Source: an optimization exercise on an open RTL-to-GDS flow (aim: small area and a short achievable clock period). Production flows keep margins and buffers that such runs may drop.
Function was checked by simulation only, so behaviour that the tests miss may differ from the original.
Power and IR drop assume default switching activity.

==> trial 5 <==
==> flow/design.v <==
package conv_types_pkg;
    typedef logic [8-1:0] pixel_t;
    typedef struct packed {
        pixel_t p2;     
        pixel_t p1;
        pixel_t p0;     
    } column_t;
    typedef struct packed {
        column_t c2;    
        column_t c1;
        column_t c0;    
    } window_t;
    typedef logic [9-1:0] fm_addr_t;
endpackage
package conv_ctrl_pkg;
    typedef enum logic [1:0] {
        IDLE  = 2'b00,
        WORK  = 2'b01,
        PAUSE = 2'b10
    } conv_state_e;
endpackage
`timescale 1ns/1ps
module conv_ctrl (
    input  logic i_Clk,
    input  logic i_reset,
    input  logic i_f_start,
    input  logic i_f_stop,
    output logic o_shift,      
    output logic o_idle,       
    output logic o_idle_next,  
    output logic o_full_new    
);
    conv_ctrl_pkg::conv_state_e state_q;
    conv_ctrl_pkg::conv_state_e state_d;
    logic [1:0] fill_q;
    logic [1:0] fill_d;
    always_comb begin
        state_d = state_q;
        fill_d  = fill_q;
        case (state_q)
            conv_ctrl_pkg::IDLE: begin
                fill_d = 2'b00;
                if (i_f_start)
                    state_d = conv_ctrl_pkg::WORK;
            end
            conv_ctrl_pkg::WORK: begin
                fill_d = {fill_q[0] | fill_q[1], 1'b1};
                if (i_f_stop)
                    state_d = conv_ctrl_pkg::PAUSE;
            end
            conv_ctrl_pkg::PAUSE: begin
                if (i_f_start)
                    state_d = conv_ctrl_pkg::WORK;
                else if (i_f_stop)
                    state_d = conv_ctrl_pkg::IDLE;
            end
            default: begin
                state_d = conv_ctrl_pkg::IDLE;
                fill_d  = 2'b00;
            end
        endcase
    end
    always_ff @(posedge i_Clk or negedge i_reset) begin
        if (!i_reset) begin
            state_q    <= conv_ctrl_pkg::IDLE;
            fill_q     <= 2'b00;
            o_full_new <= 1'b0;
        end else begin
            state_q    <= state_d;
            fill_q     <= fill_d;
            o_full_new <= (state_q == conv_ctrl_pkg::WORK) && fill_q[1];
        end
    end
    assign o_shift = (state_q == conv_ctrl_pkg::WORK);
    assign o_idle      = (state_q == conv_ctrl_pkg::IDLE);
    assign o_idle_next = (state_d == conv_ctrl_pkg::IDLE);
endmodule
`timescale 1ns/1ps
module conv_window (
    input  logic                    i_Clk,
    input  logic                    i_shift,
    input  conv_types_pkg::column_t i_column,
    output conv_types_pkg::pixel_t  o_cs2,    
    output conv_types_pkg::pixel_t  o_cs1,
    output conv_types_pkg::pixel_t  o_cs0     
);
    conv_types_pkg::pixel_t cs2_q, cs1_q, cs0_q;
    always_ff @(posedge i_Clk) begin
        if (i_shift) begin
            cs0_q <= cs1_q;
            cs1_q <= cs2_q;
            cs2_q <= i_column.p0 + i_column.p1 + i_column.p2;
        end
    end
    assign o_cs2 = cs2_q;
    assign o_cs1 = cs1_q;
    assign o_cs0 = cs0_q;
endmodule
`timescale 1ns/1ps
module conv_mac (
    input  logic                   i_Clk,
    input  logic                   i_reset,
    input  conv_types_pkg::pixel_t i_cs2,
    input  conv_types_pkg::pixel_t i_cs1,
    input  conv_types_pkg::pixel_t i_cs0,
    input  logic                   i_full_new,
    output conv_types_pkg::pixel_t o_data,
    output logic                   o_valid,
    output conv_types_pkg::pixel_t o_wr_data    
);
    conv_types_pkg::pixel_t sum;
    assign sum = i_cs2 + i_cs1 + i_cs0;
    always_ff @(posedge i_Clk) begin
        if (i_full_new)
            o_wr_data <= sum;
    end
    always_ff @(posedge i_Clk or negedge i_reset) begin
        if (!i_reset) begin
            o_data  <= '0;
            o_valid <= 1'b0;
        end else begin
            o_valid <= i_full_new;
            if (i_full_new)
                o_data <= sum;
        end
    end
endmodule
`timescale 1ns/1ps
module feature_map_ram (
    input  logic                     i_Clk,
    input  logic                     i_reset,
    input  logic                     i_clear,
    input  logic                     i_wr_en,
    input  logic                     i_wr_en_next,   
    input  logic                     i_clear_next,   
    input  conv_types_pkg::pixel_t   i_wr_data,
    input  conv_types_pkg::fm_addr_t i_rd_addr,
    output conv_types_pkg::pixel_t   o_rd_data,
    output logic                     o_fm_full
);
    localparam int N    = 417;
    localparam int AW   = 9;
    localparam int CW   = 5;                         
    localparam int COLS = 1 << CW;
    localparam int ROWS = (N + COLS - 1) / COLS;
    conv_types_pkg::pixel_t mem [0:N-1];
    logic [COLS-1:0]        wp_col;                  
    logic [ROWS-1:0]        wp_row;                  
    logic                   full_q, full_d;
    logic                   wr_ok, wr_ok_q;
    assign o_fm_full = full_q;
    assign wr_ok     = wr_ok_q;
    always_comb begin
        full_d = full_q;
        if (i_clear)
            full_d = 1'b0;
        else if (wr_ok)
            full_d = wp_row[(N - 1) / COLS] && wp_col[(N - 1) % COLS];
    end
    always_ff @(posedge i_Clk or negedge i_reset) begin
        if (!i_reset) begin
            wp_col <= COLS'(1);
            wp_row <= ROWS'(1);
        end else if (i_clear) begin
            wp_col <= COLS'(1);
            wp_row <= ROWS'(1);
        end else if (wr_ok) begin
            wp_col <= {wp_col[COLS-2:0], wp_col[COLS-1]};
            if (wp_col[COLS-1])
                wp_row <= {wp_row[ROWS-2:0], 1'b0};
        end
    end
    always_ff @(posedge i_Clk or negedge i_reset) begin
        if (!i_reset) begin
            full_q  <= 1'b0;
            wr_ok_q <= 1'b0;
        end else begin
            full_q  <= full_d;
            wr_ok_q <= i_wr_en_next && !full_d && !i_clear_next;
        end
    end
    logic [COLS-1:0] r_col;
    logic [ROWS-1:0] w_row, r_row;
    always_comb begin
        for (int c = 0; c < COLS; c++)
            r_col[c] = (i_rd_addr[CW-1:0] == CW'(c));
        for (int r = 0; r < ROWS; r++) begin
            w_row[r] = wp_row[r] && wr_ok;
            r_row[r] = (i_rd_addr[AW-1:CW] == (AW - CW)'(r));
        end
    end
    for (genvar i = 0; i < N; i++) begin : g_word
        always_ff @(posedge i_Clk) begin
            if (w_row[i / COLS] && wp_col[i % COLS])
                mem[i] <= i_wr_data;
        end
    end
    conv_types_pkg::pixel_t col_rd [0:COLS-1];
    conv_types_pkg::pixel_t rd_d;
    always_comb begin
        for (int c = 0; c < COLS; c++) begin
            col_rd[c] = '0;
            for (int r = 0; r < ROWS; r++) begin
                if (r * COLS + c < N)
                    col_rd[c] = col_rd[c] | (mem[(r * COLS + c) % N] & {8{r_row[r]}});
            end
        end
        rd_d = '0;
        for (int c = 0; c < COLS; c++)
            rd_d = rd_d | (col_rd[c] & {8{r_col[c]}});
    end
    always_ff @(posedge i_Clk) begin
        o_rd_data <= rd_d;
    end
endmodule
`timescale 1ns/1ps
module conv_top (
    input  logic                     i_Clk,
    input  logic                     i_reset,
    input  conv_types_pkg::column_t  i_column,
    input  logic                     i_f_start,
    input  logic                     i_f_stop,
    input  conv_types_pkg::fm_addr_t i_rd_addr,
    output conv_types_pkg::pixel_t   o_data,
    output logic                     o_valid,
    output logic                     o_fm_full,
    output conv_types_pkg::pixel_t   o_rd_data
);
    logic                   shift, idle, idle_next, full_new;
    conv_types_pkg::pixel_t cs2, cs1, cs0;
    conv_types_pkg::pixel_t wr_data;
    conv_ctrl u_ctrl (
        .i_Clk      (i_Clk),
        .i_reset    (i_reset),
        .i_f_start  (i_f_start),
        .i_f_stop   (i_f_stop),
        .o_shift    (shift),
        .o_idle     (idle),
        .o_idle_next(idle_next),
        .o_full_new (full_new)
    );
    conv_window u_window (
        .i_Clk    (i_Clk),
        .i_shift  (shift),
        .i_column (i_column),
        .o_cs2    (cs2),
        .o_cs1    (cs1),
        .o_cs0    (cs0)
    );
    conv_mac u_mac (
        .i_Clk      (i_Clk),
        .i_reset    (i_reset),
        .i_cs2      (cs2),
        .i_cs1      (cs1),
        .i_cs0      (cs0),
        .i_full_new (full_new),
        .o_data     (o_data),
        .o_valid    (o_valid),
        .o_wr_data  (wr_data)
    );
    feature_map_ram u_fm_ram (
        .i_Clk      (i_Clk),
        .i_reset    (i_reset),
        .i_clear    (idle),
        .i_wr_en    (o_valid),
        .i_wr_en_next(full_new),
        .i_clear_next(idle_next),
        .i_wr_data  (wr_data),
        .i_rd_addr  (i_rd_addr),
        .o_rd_data  (o_rd_data),
        .o_fm_full  (o_fm_full)
    );
endmodule
==> flow/run.sh <==
#!/bin/bash
# synth_recipe.tcl (not shown) runs the flow's synth.tcl, then flattens the netlist and writes it again
# the make line also repeats each setting of config.mk as NAME=value (left out here)
make -C /OpenROAD-flow-scripts/flow DESIGN_CONFIG=/design/flow/config.mk WORK_HOME=/design/flow/orfs CLKGATE_MAP_FILE= SYNTH_SCRIPT=/design/flow/synth_recipe.tcl finish
==> flow/config.mk <==
export PLATFORM = sky130hd
export DESIGN_NAME = conv_top
export DESIGN_NICKNAME = conv_top
export VERILOG_FILES = /design/flow/design.v
export SDC_FILE = /design/flow/constraint.sdc
export NUM_CORES = 4
export LEC_CHECK = 0
export CAP_MARGIN = 20
export CORE_MARGIN = 2
export CORE_UTILIZATION = 45
export CTS_CLUSTER_DIAMETER = 80
export CTS_CLUSTER_SIZE = 25
export PLACE_DENSITY = 0.72
export SETUP_SLACK_MARGIN = 2.5
export SLEW_MARGIN = 60
export SYNTH_MEMORY_MAX_BITS = 8192
==> flow/constraint.sdc <==
create_clock -name core_clock -period 5.0 [get_ports {i_Clk}]
set_input_delay 1.0000 -clock core_clock [delete_from_list [all_inputs] [get_ports {i_Clk}]]
set_output_delay 1.0000 -clock core_clock [all_outputs]
set_load 0.01 [all_outputs]
==> trial 28: changes against trial 5 <==
- PLACE_DENSITY: 0.72 -> default
==> trial 15: changes against trial 5 <==
==> flow/design.v, changed modules only <==
module conv_ctrl (
    input  logic i_Clk,
    input  logic i_reset,
    input  logic i_f_start,
    input  logic i_f_stop,
    output logic o_shift,      
    output logic o_idle,       
    output logic o_full_new    
);
    conv_ctrl_pkg::conv_state_e state_q;
    conv_ctrl_pkg::conv_state_e state_d;
    logic [1:0] fill_q;
    logic [1:0] fill_d;
    always_comb begin
        state_d = state_q;
        fill_d  = fill_q;
        case (state_q)
            conv_ctrl_pkg::IDLE: begin
                fill_d = 2'b00;
                if (i_f_start)
                    state_d = conv_ctrl_pkg::WORK;
            end
            conv_ctrl_pkg::WORK: begin
                fill_d = {fill_q[0] | fill_q[1], 1'b1};
                if (i_f_stop)
                    state_d = conv_ctrl_pkg::PAUSE;
            end
            conv_ctrl_pkg::PAUSE: begin
                if (i_f_start)
                    state_d = conv_ctrl_pkg::WORK;
                else if (i_f_stop)
                    state_d = conv_ctrl_pkg::IDLE;
            end
            default: begin
                state_d = conv_ctrl_pkg::IDLE;
                fill_d  = 2'b00;
            end
        endcase
    end
    always_ff @(posedge i_Clk or negedge i_reset) begin
        if (!i_reset) begin
            state_q    <= conv_ctrl_pkg::IDLE;
            fill_q     <= 2'b00;
            o_full_new <= 1'b0;
        end else begin
            state_q    <= state_d;
            fill_q     <= fill_d;
            o_full_new <= (state_q == conv_ctrl_pkg::WORK) && fill_q[1];
        end
    end
    assign o_shift = (state_q == conv_ctrl_pkg::WORK);
    assign o_idle  = (state_q == conv_ctrl_pkg::IDLE);
endmodule
module conv_mac (
    input  logic                   i_Clk,
    input  logic                   i_reset,
    input  conv_types_pkg::pixel_t i_cs2,
    input  conv_types_pkg::pixel_t i_cs1,
    input  conv_types_pkg::pixel_t i_cs0,
    input  logic                   i_full_new,
    output conv_types_pkg::pixel_t o_data,
    output logic                   o_valid
);
    always_ff @(posedge i_Clk or negedge i_reset) begin
        if (!i_reset) begin
            o_data  <= '0;
            o_valid <= 1'b0;
        end else begin
            o_valid <= i_full_new;
            if (i_full_new)
                o_data <= i_cs2 + i_cs1 + i_cs0;
        end
    end
endmodule
module feature_map_ram (
    input  logic                     i_Clk,
    input  logic                     i_reset,
    input  logic                     i_clear,
    input  logic                     i_wr_en,
    input  conv_types_pkg::pixel_t   i_wr_data,
    input  conv_types_pkg::fm_addr_t i_rd_addr,
    output conv_types_pkg::pixel_t   o_rd_data,
    output logic                     o_fm_full
);
    localparam int N = 417;
    conv_types_pkg::pixel_t   mem [0:N-1];
    conv_types_pkg::fm_addr_t wr_ptr;
    logic                     full_q;
    logic                     wr_ok;
    assign o_fm_full = full_q;
    assign wr_ok     = i_wr_en && !full_q && !i_clear;   
    always_ff @(posedge i_Clk or negedge i_reset) begin
        if (!i_reset) begin
            wr_ptr <= '0;
            full_q <= 1'b0;
        end else if (i_clear) begin
            wr_ptr <= '0;
            full_q <= 1'b0;
        end else if (wr_ok) begin
            wr_ptr <= wr_ptr + conv_types_pkg::fm_addr_t'(1);
            full_q <= (wr_ptr == conv_types_pkg::fm_addr_t'(N - 1));
        end
    end
    logic [7:0] w_lo, w_mid, w_hi;
    logic [7:0] r_lo, r_mid, r_hi;
    always_comb begin
        for (int k = 0; k < 8; k++) begin
            w_lo[k]  = (wr_ptr[2:0] == 3'(k));
            w_mid[k] = (wr_ptr[5:3] == 3'(k));
            w_hi[k]  = (wr_ptr[8:6] == 3'(k)) && wr_ok;
            r_lo[k]  = (i_rd_addr[2:0] == 3'(k));
            r_mid[k] = (i_rd_addr[5:3] == 3'(k));
            r_hi[k]  = (i_rd_addr[8:6] == 3'(k));
        end
    end
    for (genvar i = 0; i < N; i++) begin : g_word
        always_ff @(posedge i_Clk) begin
            if (w_hi[i / 64] && w_mid[(i / 8) % 8] && w_lo[i % 8])
                mem[i] <= i_wr_data;
        end
    end
    conv_types_pkg::pixel_t rd_d;
    always_comb begin
        rd_d = '0;
        for (int i = 0; i < N; i++) begin
            if (r_hi[i / 64] && r_mid[(i / 8) % 8] && r_lo[i % 8])
                rd_d = rd_d | mem[i];
        end
    end
    always_ff @(posedge i_Clk) begin
        o_rd_data <= rd_d;
    end
endmodule
module conv_top (
    input  logic                     i_Clk,
    input  logic                     i_reset,
    input  conv_types_pkg::column_t  i_column,
    input  logic                     i_f_start,
    input  logic                     i_f_stop,
    input  conv_types_pkg::fm_addr_t i_rd_addr,
    output conv_types_pkg::pixel_t   o_data,
    output logic                     o_valid,
    output logic                     o_fm_full,
    output conv_types_pkg::pixel_t   o_rd_data
);
    logic                   shift, idle, full_new;
    conv_types_pkg::pixel_t cs2, cs1, cs0;
    conv_ctrl u_ctrl (
        .i_Clk      (i_Clk),
        .i_reset    (i_reset),
        .i_f_start  (i_f_start),
        .i_f_stop   (i_f_stop),
        .o_shift    (shift),
        .o_idle     (idle),
        .o_full_new (full_new)
    );
    conv_window u_window (
        .i_Clk    (i_Clk),
        .i_shift  (shift),
        .i_column (i_column),
        .o_cs2    (cs2),
        .o_cs1    (cs1),
        .o_cs0    (cs0)
    );
    conv_mac u_mac (
        .i_Clk      (i_Clk),
        .i_reset    (i_reset),
        .i_cs2      (cs2),
        .i_cs1      (cs1),
        .i_cs0      (cs0),
        .i_full_new (full_new),
        .o_data     (o_data),
        .o_valid    (o_valid)
    );
    feature_map_ram u_fm_ram (
        .i_Clk      (i_Clk),
        .i_reset    (i_reset),
        .i_clear    (idle),
        .i_wr_en    (o_valid),
        .i_wr_data  (o_data),
        .i_rd_addr  (i_rd_addr),
        .o_rd_data  (o_rd_data),
        .o_fm_full  (o_fm_full)
    );
endmodule
- CTS_CLUSTER_DIAMETER: 80 -> default
- CTS_CLUSTER_SIZE: 25 -> default
- PLACE_DENSITY: 0.72 -> default
- SETUP_SLACK_MARGIN: 2.5 -> default
- SLEW_MARGIN: 60 -> 20
==> build 3: changes against trial 5 <==
--- a/flow/design.v
+++ b/flow/design.v
@@ -197,5 +197,6 @@
     end
     conv_types_pkg::pixel_t col_rd [0:COLS-1];
-    conv_types_pkg::pixel_t rd_d;
+    conv_types_pkg::pixel_t rd_lo_d, rd_hi_d;
+    conv_types_pkg::pixel_t rd_lo_q, rd_hi_q;
     always_comb begin
         for (int c = 0; c < COLS; c++) begin
@@ -206,11 +207,16 @@
             end
         end
-        rd_d = '0;
-        for (int c = 0; c < COLS; c++)
-            rd_d = rd_d | (col_rd[c] & {8{r_col[c]}});
+        rd_lo_d = '0;
+        rd_hi_d = '0;
+        for (int c = 0; c < COLS / 2; c++)
+            rd_lo_d = rd_lo_d | (col_rd[c] & {8{r_col[c]}});
+        for (int c = COLS / 2; c < COLS; c++)
+            rd_hi_d = rd_hi_d | (col_rd[c] & {8{r_col[c]}});
     end
     always_ff @(posedge i_Clk) begin
-        o_rd_data <= rd_d;
-    end
+        rd_lo_q <= rd_lo_d;
+        rd_hi_q <= rd_hi_d;
+    end
+    assign o_rd_data = rd_lo_q | rd_hi_q;
 endmodule
 `timescale 1ns/1ps
==> flow/flow/run.sh (new file) <==
#!/bin/bash
# Layout flow: the standard ORFS flow (standard.sh, unchanged synthesis),
# with the input and output ports buffered by buf_4 cells instead of the
# resizer's default pick (a slow delay cell), so the port paths start fast.
# The full output of the flow goes to flow_make.log in this folder.
set -euo pipefail
export BUFFER_PORTS_ARGS="-buffer_cell sky130_fd_sc_hd__buf_4"
bash standard.sh finish > flow_make.log 2>&1
==> flow/standard.sh (new file) <==
#!/bin/bash
# synth_recipe.tcl (not shown) runs the flow's synth.tcl, then flattens the netlist and writes it again
# the make line also repeats each setting of config.mk as NAME=value (left out here)
make -C /OpenROAD-flow-scripts/flow DESIGN_CONFIG=/design/flow/config.mk WORK_HOME=/design/flow/orfs CLKGATE_MAP_FILE= SYNTH_SCRIPT=/design/flow/synth_recipe.tcl "${@:-finish}"
- PLACE_DENSITY: 0.72 -> default
removed: flow/run.sh
==> notes <==
Trial 5 ran to the end with no violations. Trial 28 finished with timing, DRC and antenna clean. Trial 15 died in global routing (5_1_grt). Build 3 passed the timing, design-rule and antenna checks.
In build 3 the combinational power is larger than in trial 28, by about 3%.
In build 3 the total power is larger than in trial 5, by about 2%.
Routed wire length, highest first: build 3, trial 28, trial 5.
In die area, trial 5 and trial 28 do not differ.
In trial 5 the register-to-register slack is worse than in build 3, by 0.21 ns.

re-timing with driven ports:
In the flow no input, the clock included, has a driving cell. The finished layouts below were timed again as built, in two steps. Step 1, drivers: a clkbuf_16 drives i_Clk and a buf_2 each remaining input, both assumed. Step 2 times the ports against the registers' clock, not the clock port: input delays grow and output delays shrink by t, the midpoint of the rising clock arrivals with the driver on. Slacks: ideal / step 1 / step 2; pairs: ideal / step 1.
| run | t, ns | setup slack, ns | hold slack, ns | worst setup path after step 2 | worst register clock-pin slew, ns |
|---|---|---|---|---|---|
| trial 5 | 0.962 | 1.634 / 1.685 / 0.723 | 0.082 / 0.007 / 0.460 | input to register | 0.10 / 0.10 |
| trial 28 | 0.980 | 1.691 / 1.737 / 0.757 | 0.064 / 0.018 / 0.466 | input to register | 0.11 / 0.11 |
| build 3 | 0.960 | 1.973 / 1.892 / 0.932 | 0.339 / 0.269 / 0.469 | input to register | 0.11 / 0.11 |
After both steps setup and hold are still met in every run listed. The setup slack of build 3, which loses most, moves by -0.081 ns with the drivers and by -1.041 ns with both steps.
